Background: an optimization exercise with open tools, aiming at small area, a short achievable clock period and few clock cycles per item. Do not read the settings as production practice.
RTL that was checked went through simulation tests only; none was proved equivalent to the original.
Power and IR drop assume default switching activity.

==> flow/design.v (excerpt) <==
module power_calc (
    input  logic        clk,
    input  logic        rst,
    input  logic        in_valid,
    input  logic [19:0] in_data_1,
    input  logic [2:0]  in_data_2,
    output logic        busy,
    output logic        out_valid,
    output logic [59:0] out_data
);
Size: about 1600 cells after synthesis.
clock: 10.0 ns
lec_check: 0
cap_margin: 20
core_margin: 2
core_utilization: 40
slew_margin: 20
synth_hierarchical: 1
synth_minimum_keep_size: 0
standard.sh (not shown) runs the stock make flow with config.mk's settings and CLKGATE_MAP_FILE= SYNTH_SCRIPT=/design/flow/synth_recipe.tcl, a recipe that flattens the netlist after the stock synthesis.
==> flow/flow/run.sh <==
#!/bin/bash
# Standard layout, but with timing repair aiming past the 5 ns margin cap of config.mk.
set -euo pipefail
bash standard.sh SETUP_SLACK_MARGIN=6.3 finish > standard_flow.log 2>&1
The first run ran to the end with no violations.
Next try:
==> flow/flow/run.sh (replaced) <==
#!/bin/bash
# Standard layout, but with timing repair aiming past the 5 ns margin cap of config.mk.
set -euo pipefail
bash standard.sh SETUP_SLACK_MARGIN=6.5 finish > standard_flow.log 2>&1
Worst setup slack improved by 170 ps.
Worst hold slack barely changes.
Wire length drops by about 1.2%.
Next try:
==> flow/flow/run.sh (replaced) <==
#!/bin/bash
# Standard layout, but with timing repair aiming past the 5 ns margin cap of config.mk.
set -euo pipefail
bash standard.sh SETUP_SLACK_MARGIN=6.3 finish > standard_flow.log 2>&1
Settings changed: ABC_AREA from default to 1.
The changed run finished with timing, DRC and antenna clean.
Total power falls by 5.0%.
Routed wire length rises by 8.1%.
Setup slack loses 6.9 ps.
Clock skew is about the same.
Combinational power falls by about 8%.
Non-clock buffer count falls by 36.
Die area rises by 6.3%.
Design area barely changes.
Clock power rises by about 2%.
Sequential share of layout area falls by 0.11 points.
Next try:
Settings changed: ABC_AREA 1 to default, CORE_UTILIZATION 40 to 55.
Outcome: Power went down slightly; worst setup slack degrades by 130 ps; count of clock-buffer cells in the layout is lower by 3; design area is lower by a few percent; die area drops by a quarter to a third; synthesized cell count fell by a quarter to a third; register-to-register slack got worse by 160 ps; sequential share of layout area came out higher by 0.96 points; clock skew stays flat; critical path depth goes up by 1; cell count came out lower by a quarter to a third.
No functional check of the RTL was part of any run of this note.

---

Another version of the RTL of power_calc (not shown whole).
Size in the first run: roughly 1800 cells after synthesis, roughly 16000 µm² of cells after synthesis.
==> flow/config.mk <==
export PLATFORM = sky130hd
export DESIGN_NAME = power_calc
export DESIGN_NICKNAME = power_calc
export VERILOG_FILES = /design/flow/design.v
export SDC_FILE = /design/flow/constraint.sdc
export NUM_CORES = 4
export LEC_CHECK = 0
export CAP_MARGIN = 20
export CORE_MARGIN = 2
export CORE_UTILIZATION = 40
export SLEW_MARGIN = 20
==> flow/constraint.sdc <==
create_clock -name core_clock -period 10.0 [get_ports {clk}]
set_input_delay 2.0000 -clock core_clock [delete_from_list [all_inputs] [get_ports {clk}]]
set_output_delay 2.0000 -clock core_clock [all_outputs]
set_load 0.01 [all_outputs]
==> flow/flow/run.sh <==
#!/bin/bash
# Standard layout, but with timing repair aiming past the 5 ns margin cap of config.mk.
set -euo pipefail
bash standard.sh SETUP_SLACK_MARGIN=6.0 finish > standard_flow.log 2>&1
Testbench counts at the start, summed over its fixed seeds: cycles 12,967, items 1,920.
==> next run, changes <==
==> flow/flow/run.sh (replaced) <==
#!/bin/bash
# Standard layout, but with timing repair aiming past the 5 ns margin cap of config.mk.
set -euo pipefail
bash standard.sh SETUP_SLACK_MARGIN=6.6 finish > standard_flow.log 2>&1
The changed run went through all stages and came out clean.
Clock-buffer cell count grows by 4.
Sequential power barely changes.
Setup slack is better by 390 ps.
Final area rose by a few percent.
Global-route usage rose by 0.41 points.
Cell count goes up by a few percent.
Register-to-register slack improves by 390 ps.

---

Another version of the RTL of power_calc (not shown whole).
For scale: ~1500 cells after synthesis, ~180 flip-flops, roughly 88 I/O pins, ~0.016 mm² of cells after synthesis.
export LEC_CHECK = 0
export CAP_MARGIN = 5
export CORE_MARGIN = 2
export CORE_UTILIZATION = 40
export CTS_BUF_LIST = sky130_fd_sc_hd__clkbuf_8
export SLEW_MARGIN = 5
export SYNTH_HIERARCHICAL = 1
export SYNTH_MINIMUM_KEEP_SIZE = 0
create_clock -name core_clock -period 10.0 [get_ports {clk}]
==> flow/flow/run.sh <==
#!/bin/bash
set -euo pipefail
bash standard.sh SETUP_SLACK_MARGIN=6.5 "BUFFER_PORTS_ARGS=-buffer_cell sky130_fd_sc_hd__buf_2" finish > standard_flow.log 2>&1
Testbench counts at the start, summed over its fixed seeds: cycles 12,967, items 1,920.
Next try:
==> flow/flow/run.sh (replaced) <==
#!/bin/bash
set -euo pipefail
bash standard.sh SETUP_SLACK_MARGIN=6.7 "BUFFER_PORTS_ARGS=-buffer_cell sky130_fd_sc_hd__buf_2" finish > standard_flow.log 2>&1
--- a/flow/config.mk
+++ b/flow/config.mk
@@ -8 +8 @@
-export CAP_MARGIN = 5
+export CAP_MARGIN = 20
@@ -11,2 +11 @@
-export CTS_BUF_LIST = sky130_fd_sc_hd__clkbuf_8
-export SLEW_MARGIN = 5
+export SLEW_MARGIN = 20
Effect: Synthesized area does not change; die area stays the same; setup slack gains 0.13 ns; global-route usage rises by 0.65 points; non-clock buffer count rises by 49; clock skew stays flat; hold slack is worse by 0.0041 ns.
Next try:
==> flow/flow/run.sh (replaced) <==
#!/bin/bash
set -euo pipefail
bash standard.sh SETUP_SLACK_MARGIN=6.5 "BUFFER_PORTS_ARGS=-buffer_cell sky130_fd_sc_hd__buf_2" finish > standard_flow.log 2>&1
--- a/flow/config.mk
+++ b/flow/config.mk
@@ -7,0 +8 @@
+export ABC_AREA = 1
What happened: The new run completed without violations; utilization went down by 3.3 points; critical path depth went down by 6; non-clock buffer count went down by 60; total power went down by 6.5%; clock skew stays flat; routed wire length went up by about 8%.
Next try:
--- a/flow/config.mk
+++ b/flow/config.mk
@@ -8 +7,0 @@
-export ABC_AREA = 1
@@ -11,0 +11,2 @@
+export CTS_BUF_LIST = sky130_fd_sc_hd__clkbuf_8
+export PLACE_DENSITY = 0.75
The changed run completed with no timing, DRC or antenna violations.
Sequential power is about the same.
Design area drops by 3.9%.
Setup slack is worse by 0.044 ns.
Utilization climbs by 0.83 points.
Die area drops by 5.9%.
Routed wire length drops by 14%.
Next try:
--- a/flow/config.mk
+++ b/flow/config.mk
@@ -10 +10 @@
-export CORE_UTILIZATION = 40
+export CORE_UTILIZATION = 60
@@ -12 +11,0 @@
-export PLACE_DENSITY = 0.75
Result: The new run ran to the end with no violations. Register-to-register slack got worse by 0.02 ns. Via count goes down by 0.75%. Utilization came out higher by 21 points. Cell area came out lower by 1.3%. Critical path depth goes up by 5. Sequential power is higher by about 3%. Routed wire length increases by 1.4%.

---

power_calc, a different RTL version from the one above (not shown whole).
For scale: about 1500 cells after synthesis, about 16000 um2 of cells after synthesis.
clock: 10.0 ns
lec_check: 0
cap_margin: 20
core_margin: 2
core_utilization: 40
cts_buf_list: sky130_fd_sc_hd__clkbuf_8
slew_margin: 20
synth_hierarchical: 1
synth_minimum_keep_size: 0
==> flow/flow/run.sh <==
#!/bin/bash
set -euo pipefail
bash standard.sh SETUP_SLACK_MARGIN=7.1 "BUFFER_PORTS_ARGS=-buffer_cell sky130_fd_sc_hd__buf_2" finish > standard_flow.log 2>&1
The baseline finished with timing, DRC and antenna clean.
Rerun with:
==> flow/flow/run.sh (replaced) <==
#!/bin/bash
set -euo pipefail
bash standard.sh SETUP_SLACK_MARGIN=6.5 "BUFFER_PORTS_ARGS=-buffer_cell sky130_fd_sc_hd__buf_2" finish > standard_flow.log 2>&1
Fmax goes down by about 3.7%.
Design area goes down by about 9%.
First-iteration DRC count goes down by 13%.
Clock skew stays flat.
Rerun with:
--- a/flow/config.mk
+++ b/flow/config.mk
@@ -11,2 +11,3 @@
 export CTS_BUF_LIST = sky130_fd_sc_hd__clkbuf_8
+export CTS_CLUSTER_SIZE = 12
 export SLEW_MARGIN = 20
Routed wire length is unchanged.
Synthesized cell count stays the same.
Design area is unchanged.
Clock skew does not change.
Non-clock buffer count does not change.
Setup slack does not change.
Flip-flop and latch count is unchanged.
Function was not checked in any run of this note: the RTL went through the layout flow alone.

---

RTL: one of the versions met above, not the one the previous note started from.
Size: ~1600 cells after synthesis, ~180 flip-flops, roughly 16000 um2 of cells after synthesis.
## power_calc
module power_calc (
    input  logic        clk,
    input  logic        rst,
    input  logic        in_valid,
    input  logic [19:0] in_data_1,
    input  logic [2:0]  in_data_2,
    output logic        busy,
    output logic        out_valid,
    output logic [59:0] out_data
);
==> flow/config.mk <==
export PLATFORM = sky130hd
export DESIGN_NAME = power_calc
export DESIGN_NICKNAME = power_calc
export VERILOG_FILES = /design/flow/design.v
export SDC_FILE = /design/flow/constraint.sdc
export NUM_CORES = 4
export LEC_CHECK = 0
export CAP_MARGIN = 20
export CORE_MARGIN = 2
export CORE_UTILIZATION = 40
export SLEW_MARGIN = 20
export SYNTH_HIERARCHICAL = 1
export SYNTH_MINIMUM_KEEP_SIZE = 0
==> flow/constraint.sdc <==
create_clock -name core_clock -period 10.0 [get_ports {clk}]
set_input_delay 2.0000 -clock core_clock [delete_from_list [all_inputs] [get_ports {clk}]]
set_output_delay 2.0000 -clock core_clock [all_outputs]
set_load 0.01 [all_outputs]
==> flow/flow/run.sh <==
#!/bin/bash
set -euo pipefail
bash standard.sh SETUP_SLACK_MARGIN=6.5 "BUFFER_PORTS_ARGS=-buffer_cell sky130_fd_sc_hd__buf_1" finish > standard_flow.log 2>&1
Change:
==> flow/flow/run.sh (replaced) <==
#!/bin/bash
set -euo pipefail
bash standard.sh SETUP_SLACK_MARGIN=6.5 "BUFFER_PORTS_ARGS=-buffer_cell sky130_fd_sc_hd__buf_2" finish > standard_flow.log 2>&1
The new run went through all stages and came out clean. Wire length came out lower by 0.34%. Worst setup slack gets better by 0.10 ns. Utilization rises by 0.30 points. Maximum frequency increases by 2.9%. Count of clock-buffer cells in the layout stays the same. Global-route usage barely changes. Design area went up by 0.67%. Via count is about the same. Area after synthesis is unchanged. Total power is higher by 0.53%.
No run of this note included a check of the RTL's function; only the layout flow was run.

---

RTL: one of the versions met above, not the one the previous note started from.
For scale: about 88 I/O pins.
## power_calc
module power_calc (
    input  logic        clk,
    input  logic        rst,
    input  logic        in_valid,
    input  logic [19:0] in_data_1,
    input  logic [2:0]  in_data_2,
    output logic        busy,
    output logic        out_valid,
    output logic [59:0] out_data
);
==> flow/config.mk <==
export PLATFORM = sky130hd
export DESIGN_NAME = power_calc
export DESIGN_NICKNAME = power_calc
export VERILOG_FILES = /design/flow/design.v
export SDC_FILE = /design/flow/constraint.sdc
export NUM_CORES = 4
export LEC_CHECK = 0
export CAP_MARGIN = 20
export CORE_MARGIN = 2
export CORE_UTILIZATION = 40
export CTS_BUF_LIST = sky130_fd_sc_hd__clkbuf_8
export SLEW_MARGIN = 20
export SYNTH_HIERARCHICAL = 1
export SYNTH_MINIMUM_KEEP_SIZE = 0
==> flow/constraint.sdc <==
create_clock -name core_clock -period 10.0 [get_ports {clk}]
set_input_delay 2.0000 -clock core_clock [delete_from_list [all_inputs] [get_ports {clk}]]
set_output_delay 2.0000 -clock core_clock [all_outputs]
set_load 0.01 [all_outputs]
==> flow/flow/run.sh <==
#!/bin/bash
set -euo pipefail
bash standard.sh SETUP_SLACK_MARGIN=6.8 "BUFFER_PORTS_ARGS=-buffer_cell sky130_fd_sc_hd__buf_2" finish > standard_flow.log 2>&1
The first run completed with no timing, DRC or antenna violations.
Next try:
==> flow/flow/run.sh (replaced) <==
#!/bin/bash
set -euo pipefail
bash standard.sh SETUP_SLACK_MARGIN=6.5 "BUFFER_PORTS_ARGS=-buffer_cell sky130_fd_sc_hd__buf_2" finish > standard_flow.log 2>&1
- CTS_BUF_LIST: sky130_fd_sc_hd__clkbuf_8 -> sky130_fd_sc_hd__clkbuf_4 sky130_fd_sc_hd__clkbuf_8
Power fell by 8.7%; worst hold slack gets worse by 6.0 ps; core utilization shrinks by 2.8 points; worst setup slack is worse by 97 ps; wire length is lower by 6.2%; die area stays the same; sequential share of layout area is higher by 1.5 points; fmax shrinks by 2.8%; count of clock-buffer cells in the layout is unchanged; non-clock buffer count is lower by 44; final cell count goes down by 2.3%.
Function was not checked in any run of this note: the RTL went through the layout flow alone.

---

power_calc, a different RTL version from the one above (not shown whole).
Size in the first run: ~1900 cells after synthesis, ~150 flip-flops, roughly 88 I/O pins, ~16000 um^2 of cells after synthesis.
==> flow/config.mk <==
export PLATFORM = sky130hd
export DESIGN_NAME = power_calc
export DESIGN_NICKNAME = power_calc
export VERILOG_FILES = /design/flow/design.v
export SDC_FILE = /design/flow/constraint.sdc
export NUM_CORES = 4
export LEC_CHECK = 0
export CAP_MARGIN = 20
export CORE_MARGIN = 2
export CORE_UTILIZATION = 40
export SETUP_SLACK_MARGIN = 5
export SLEW_MARGIN = 20
==> flow/constraint.sdc <==
create_clock -name core_clock -period 10.0 [get_ports {clk}]
set_input_delay 2.0000 -clock core_clock [delete_from_list [all_inputs] [get_ports {clk}]]
set_output_delay 2.0000 -clock core_clock [all_outputs]
set_load 0.01 [all_outputs]
run.sh (not shown) runs the stock make flow with config.mk's settings and CLKGATE_MAP_FILE= SYNTH_SCRIPT=/design/flow/synth_recipe.tcl, a recipe that flattens the netlist after the stock synthesis.
Stock flow here: none of the scripts above is used.
The starting point finished clean.
Testbench counts at the start, summed over its fixed seeds: cycles 11,737, items 1,920.
Next try:
==> flow/flow/run.sh (new file) <==
#!/bin/bash
# Standard layout, but with timing repair aiming past the 5 ns margin cap of config.mk.
set -euo pipefail
bash standard.sh SETUP_SLACK_MARGIN=6 finish > standard_flow.log 2>&1
==> flow/standard.sh (new file) <==
#!/bin/bash
# synth_recipe.tcl (not shown) runs the flow's synth.tcl, then flattens the netlist and writes it again
# the make line also repeats each setting of config.mk as NAME=value (left out here)
make -C /OpenROAD-flow-scripts/flow DESIGN_CONFIG=/design/flow/config.mk WORK_HOME=/design/flow/orfs CLKGATE_MAP_FILE= SYNTH_SCRIPT=/design/flow/synth_recipe.tcl "${@:-finish}"
--- a/flow/config.mk
+++ b/flow/config.mk
@@ -10,3 +10,2 @@
 export CORE_UTILIZATION = 40
-export SETUP_SLACK_MARGIN = 5
 export SLEW_MARGIN = 20
removed: flow/run.sh
Cell count climbs by 2.0%. Design area climbs by 4.7%. Routed wire length climbs by 3.8%.

---

power_calc, a different RTL version from the one above (not shown whole).
Size in the first run: roughly 1700 cells after synthesis, roughly 17000 µm² of cells after synthesis.
make LEC_CHECK=0 CAP_MARGIN=20 CORE_MARGIN=2 CORE_UTILIZATION=40 SETUP_SLACK_MARGIN=5 SLEW_MARGIN=20 finish   # period 10.0 ns
Stock flow here: none of the scripts above is used.
The starting point passed the timing, design-rule and antenna checks.
Change:
==> flow/flow/run.sh (new file) <==
#!/bin/bash
# Standard layout, but with timing repair aiming past the 5 ns margin cap of config.mk.
set -euo pipefail
bash standard.sh SETUP_SLACK_MARGIN=6.8 finish > standard_flow.log 2>&1
==> flow/standard.sh (new file) <==
#!/bin/bash
# synth_recipe.tcl (not shown) runs the flow's synth.tcl, then flattens the netlist and writes it again
# the make line also repeats each setting of config.mk as NAME=value (left out here)
make -C /OpenROAD-flow-scripts/flow DESIGN_CONFIG=/design/flow/config.mk WORK_HOME=/design/flow/orfs CLKGATE_MAP_FILE= SYNTH_SCRIPT=/design/flow/synth_recipe.tcl "${@:-finish}"
- SETUP_SLACK_MARGIN: 5 -> unset
removed: flow/run.sh
=> Final area is higher by 15%. Via count is higher by 7.8%. Setup slack gets better by 0.73 ns. Fmax is higher by 18%. Synthesized area is unchanged. Core utilization is higher by 6.7 points. Clock power is higher by 11%. Sequential share of layout area is lower by 3.5 points. Die area is unchanged. Power is higher by 19%.
Function was not checked in any run of this note: the RTL went through the layout flow alone.

## static timing again, ports no longer ideal
In the flow no input, the clock included, has a driving cell. The finished layouts below were timed again as built, in two steps. Step 1, drivers: a clkbuf_16 drives clk and a buf_2 each remaining input, both assumed. Step 2 also shifts input and output timing later by t, the mid clock arrival at the registers, as if the neighbouring blocks saw the same clock. Slacks: ideal ports / drivers / drivers and shift; pairs: ideal ports / drivers.
| run | shift t [ns] | setup slack, ns | worst setup path at the end | worst register clock-pin slew, ns | cell pins on the clock port's net |
|---|---|---|---|---|---|
| the first run of note 1 | 0.493 | 6.337 / 6.337 / 6.203 | input to register | 0.08 / 0.08 | 1 |
| the second run of note 1 | 0.495 | 6.506 / 6.473 / 6.165 | input to register | 0.08 / 0.08 | 1 |
| the third run of note 1 | 0.506 | 6.499 / 6.448 / 6.023 | input to register | 0.07 / 0.07 | 1 |
| the fourth run of note 1 | 0.487 | 6.372 / 6.372 / 6.101 | input to register | 0.08 / 0.08 | 1 |
| the first run of note 2 | 0.497 | 6.169 / 6.169 / 6.074 | input to register | 0.08 / 0.08 | 1 |
| the second run of note 2 | 0.515 | 6.560 / 6.560 / 6.244 | input to register | 0.07 / 0.07 | 1 |
| the first run of note 3 | 0.530 | 6.556 / 6.556 / 6.271 | input to register | 0.10 / 0.10 | 1 |
| the second run of note 3 | 0.499 | 6.685 / 6.685 / 6.243 | input to register | 0.08 / 0.08 | 1 |
| the third run of note 3 | 0.502 | 6.574 / 6.574 / 6.222 | input to register | 0.09 / 0.09 | 1 |
| the fourth run of note 3 | 0.542 | 6.529 / 6.529 / 6.171 | input to register | 0.11 / 0.11 | 1 |
| the fifth run of note 3 | 0.522 | 6.511 / 6.511 / 6.476 | input to register | 0.12 / 0.12 | 1 |
| the first run of note 4 | 0.549 | 6.680 / 6.680 / 6.440 | input to register | 0.12 / 0.12 | 1 |
| the second run of note 4 | 0.531 | 6.552 / 6.552 / 6.274 | input to register | 0.12 / 0.12 | 1 |
| the third run of note 4 | 0.531 | 6.552 / 6.552 / 6.274 | input to register | 0.12 / 0.12 | 1 |
| the first run of note 5 | 0.499 | 6.442 / 6.442 / 6.091 | input to register | 0.09 / 0.09 | 1 |
| the second run of note 5 | 0.495 | 6.542 / 6.542 / 6.423 | input to register | 0.08 / 0.08 | 1 |
| the first run of note 6 | 0.536 | 6.649 / 6.649 / 6.413 | input to register | 0.12 / 0.12 | 1 |
| the second run of note 6 | 0.531 | 6.552 / 6.552 / 6.274 | input to register | 0.12 / 0.12 | 1 |
| the first run of note 7 | 0.506 | 5.112 / 5.054 / 5.026 | input to register | 0.07 / 0.07 | 1 |
| the second run of note 7 | 0.512 | 5.449 / 5.449 / 5.205 | input to register | 0.07 / 0.07 | 1 |
| the first run of note 8 | 0.487 | 5.271 / 5.219 / 5.505 | input to register | 0.08 / 0.08 | 1 |
| the second run of note 8 | 0.503 | 6.005 / 5.955 / 5.965 | input to register | 0.08 / 0.08 | 1 |
After both steps setup and hold are still met in every run listed. For the third run of note 1, which loses most, drivers alone change the setup slack by -0.051 ns; drivers and shift together by -0.476 ns.
